From an optimization exercise on the open Yosys and OpenROAD flow, aimed at small area, a short achievable clock period and few clock cycles; shortcuts taken in it are not production practice. The RTL was checked by simulation tests, not by an equivalence proof against the original design. No activity file was given, so power comes from the tool's default toggle rates.

== lane 1 ==
// stepper_step_pulse_generator
module stepper_step_pulse_generator #(
  parameter int PERIOD_BITS = 24
) (
  input  logic        clk,
  input  logic        rst_n,
  input  logic        in_valid,
  output logic        in_ready,
  input  logic [2:0]  in_req_type,
  input  logic [23:0] in_velocity,
  input  logic [31:0] in_step_value,
  output logic        out_valid,
  input  logic        out_ready,
  output logic        out_step_level,
  output logic        out_dir_level,
  output logic        out_enable_n,
  output logic [31:0] out_position,
  output logic        out_is_moving,
  output logic [23:0] out_period_out,
  input  logic        psel,
  input  logic        penable,
  input  logic        pwrite,
  input  logic [3:0]  paddr,
  input  logic [31:0] pwdata,
  output logic [31:0] prdata,
  output logic        pready
);
==> flow/config.mk <==
export PLATFORM = sky130hd
export DESIGN_NAME = stepper_step_pulse_generator
export DESIGN_NICKNAME = stepper_step_pulse_generator
export VERILOG_FILES = /design/flow/design.v
export SDC_FILE = /design/flow/constraint.sdc
export NUM_CORES = 4
export LEC_CHECK = 0
export ABC_CLOCK_PERIOD_IN_PS = 3000
export CAP_MARGIN = 5
export CORE_MARGIN = 2
export CORE_UTILIZATION = 40
export CTS_CLUSTER_DIAMETER = 100
export CTS_CLUSTER_SIZE = 20
export SETUP_SLACK_MARGIN = 4.8
export SLEW_MARGIN = 5
==> flow/constraint.sdc <==
create_clock -name core_clock -period 9.0 [get_ports {clk}]
set_input_delay 1.8000 -clock core_clock [delete_from_list [all_inputs] [get_ports {clk}]]
set_output_delay 1.8000 -clock core_clock [all_outputs]
set_load 0.01 [all_outputs]
standard.sh (not shown) runs the stock make flow with config.mk's settings and CLKGATE_MAP_FILE= SYNTH_SCRIPT=/design/flow/synth_recipe.tcl, a recipe that flattens the netlist after the stock synthesis.
==> flow/flow/run.sh <==
#!/bin/bash
# The standard layout (standard.sh), with the port buffers that buffer_ports
# inserts on every input and output made the platform's smallest buffer,
# sky130_fd_sc_hd__buf_1, instead of its default choice (clkdlybuf4s50_1).
# Timing repair still resizes any port buffer on a critical path.
set -euo pipefail
export BUFFER_PORTS_ARGS="-buffer_cell sky130_fd_sc_hd__buf_1"
bash standard.sh > standard.log 2>&1
Lane 1 | status: complete | timing, DRC, antenna: pass
Testbench counts of lane 1, summed over its fixed seeds: cycles 21,559.
For lane 2, these inputs were changed with respect to lane 1:
# lane 1
export LEC_CHECK = 0
export ABC_CLOCK_PERIOD_IN_PS = 3000
export CAP_MARGIN = 5
export CORE_MARGIN = 2
export CORE_UTILIZATION = 40
export CTS_CLUSTER_DIAMETER = 100
export CTS_CLUSTER_SIZE = 20
export SETUP_SLACK_MARGIN = 4.8
export SLEW_MARGIN = 5
create_clock -name core_clock -period 9.0 [get_ports {clk}]
# lane 2
export LEC_CHECK = 0
export CAP_MARGIN = 5
export CORE_MARGIN = 2
export CORE_UTILIZATION = 40
export CTS_CLUSTER_DIAMETER = 100
export CTS_CLUSTER_SIZE = 20
export PLACE_DENSITY = 0.5
export SETUP_SLACK_MARGIN = 4.7
export SLEW_MARGIN = 5
create_clock -name core_clock -period 9.0 [get_ports {clk}]
Results
Lane 2 | stages: all done | timing, DRC, antenna: all pass. | portion of the clock cycle consumed by the worst path in the final layout | higher: lane 2 |. Lane 2 against lane 1; total wirelength of the detailed-routed design is up by a few percent. Compared with lane 1, lane 2 shows a higher clock power. The final reports for lane 2 and lane 1 show routed wire length on met3 lower in the former. Delta (lane 2 minus lane 1): number of setup buffers added after CTS higher; total power has increased; proportion of layout cells with a drive suffix above 1 lower. Diff lane 1..lane 2 | flip-flop and latch count | unchanged. Lane 2 ends up with a routing usage on met2 that is 1.6 points higher than in lane 1.
What lane 3 does differently from lane 2 at the input level:
# lane 2
export LEC_CHECK = 0
export CAP_MARGIN = 5
export CORE_MARGIN = 2
export CORE_UTILIZATION = 40
export CTS_CLUSTER_DIAMETER = 100
export CTS_CLUSTER_SIZE = 20
export PLACE_DENSITY = 0.5
export SETUP_SLACK_MARGIN = 4.7
export SLEW_MARGIN = 5
create_clock -name core_clock -period 9.0 [get_ports {clk}]
# lane 3
export LEC_CHECK = 0
export CAP_MARGIN = 5
export CORE_MARGIN = 2
export CORE_UTILIZATION = 40
export CTS_CLUSTER_DIAMETER = 100
export CTS_CLUSTER_SIZE = 20
export SETUP_SLACK_MARGIN = 4.9
export SLEW_MARGIN = 5
create_clock -name core_clock -period 9.0 [get_ports {clk}]
Results
- Per the final summary, lane 3 finished and its layout is clean on timing, DRC and antenna.
- Against lane 2, lane 3 comes in 2.1 points lower on worst-case headroom to the max-slew limit.
- Delta (lane 3 minus lane 2): initial DRC count went up by 122; switching power total went down by 1.9%.
- The top achievable clock speed of lane 3 and that of lane 2 are within noise of each other.
- Relative to lane 2, the minimum setup slack in the final design of lane 3 is lower by 12 ps.
- [lane 3] area growth from synthesis to layout rose 0.20 points relative to lane 2
- Diff lane 2 -> lane 3: combinational fraction of design power grew by 1.0 points, fraction of met1 tracks used by global routing has decreased.
Inputs modified between lane 3 and lane 4:
# lane 3
export LEC_CHECK = 0
export CAP_MARGIN = 5
export CORE_MARGIN = 2
export CORE_UTILIZATION = 40
export CTS_CLUSTER_DIAMETER = 100
export CTS_CLUSTER_SIZE = 20
export SETUP_SLACK_MARGIN = 4.9
export SLEW_MARGIN = 5
create_clock -name core_clock -period 9.0 [get_ports {clk}]
# lane 4
export LEC_CHECK = 0
export CAP_MARGIN = 5
export CORE_MARGIN = 2
export CORE_UTILIZATION = 40
export CTS_CLUSTER_DIAMETER = 80
export CTS_CLUSTER_SIZE = 16
export SETUP_SLACK_MARGIN = 4.8
export SLEW_MARGIN = 5
create_clock -name core_clock -period 9.0 [get_ports {clk}]
==> notes.md <==
As far as first-pass GRT wire length is concerned, lane 4 and lane 3 perform about the same.
Taking lane 3 as the reference, in lane 4 number of cells on the critical path essentially unchanged; layout-stage area growth over the synthesis result has increased.
Comparing lane 3 with lane 4, the global placement routability congestion came out essentially unchanged.

-- what the ideal ports hide --
The flow's constraints put no driver on any port. The routed layouts listed below were extracted and timed again, unchanged, in two steps.
Step 1 (the two cells are an assumption about what drives the block):
set clk [get_ports {clk}]
set_driving_cell -lib_cell sky130_fd_sc_hd__clkbuf_16 $clk
set_driving_cell -lib_cell sky130_fd_sc_hd__buf_2 [delete_from_list [all_inputs] $clk]
Step 2 adds t to the input delays and takes it off the output delays; t is the mean of the earliest and latest rising clock arrival at the registers after step 1. Input paths then give back, and output paths get back, about the clock's delay inside the block.
Slacks: ideal ports / drivers / drivers and shift; pairs: ideal ports / drivers.
run	t (ns)	slack for setup (ns)	clock arrival spread, ns	slew at the worst register clock pin (ns)	worst data-port slew with drivers (ns)
lane 1	0.603	4.740 / 4.702 / 4.375	0.028 / 0.028	0.09 / 0.09	0.06
lane 2	0.615	4.709 / 4.666 / 4.178	0.021 / 0.021	0.10 / 0.10	0.06
lane 3	0.612	4.697 / 4.658 / 4.497	0.024 / 0.024	0.09 / 0.09	0.05
lane 4	0.650	4.735 / 4.697 / 4.371	0.032 / 0.032	0.08 / 0.08	0.06
After both steps every run listed still meets setup and hold. The setup slack of lane 2, which loses most, moves by -0.043 ns with the drivers and by -0.531 ns with both steps.
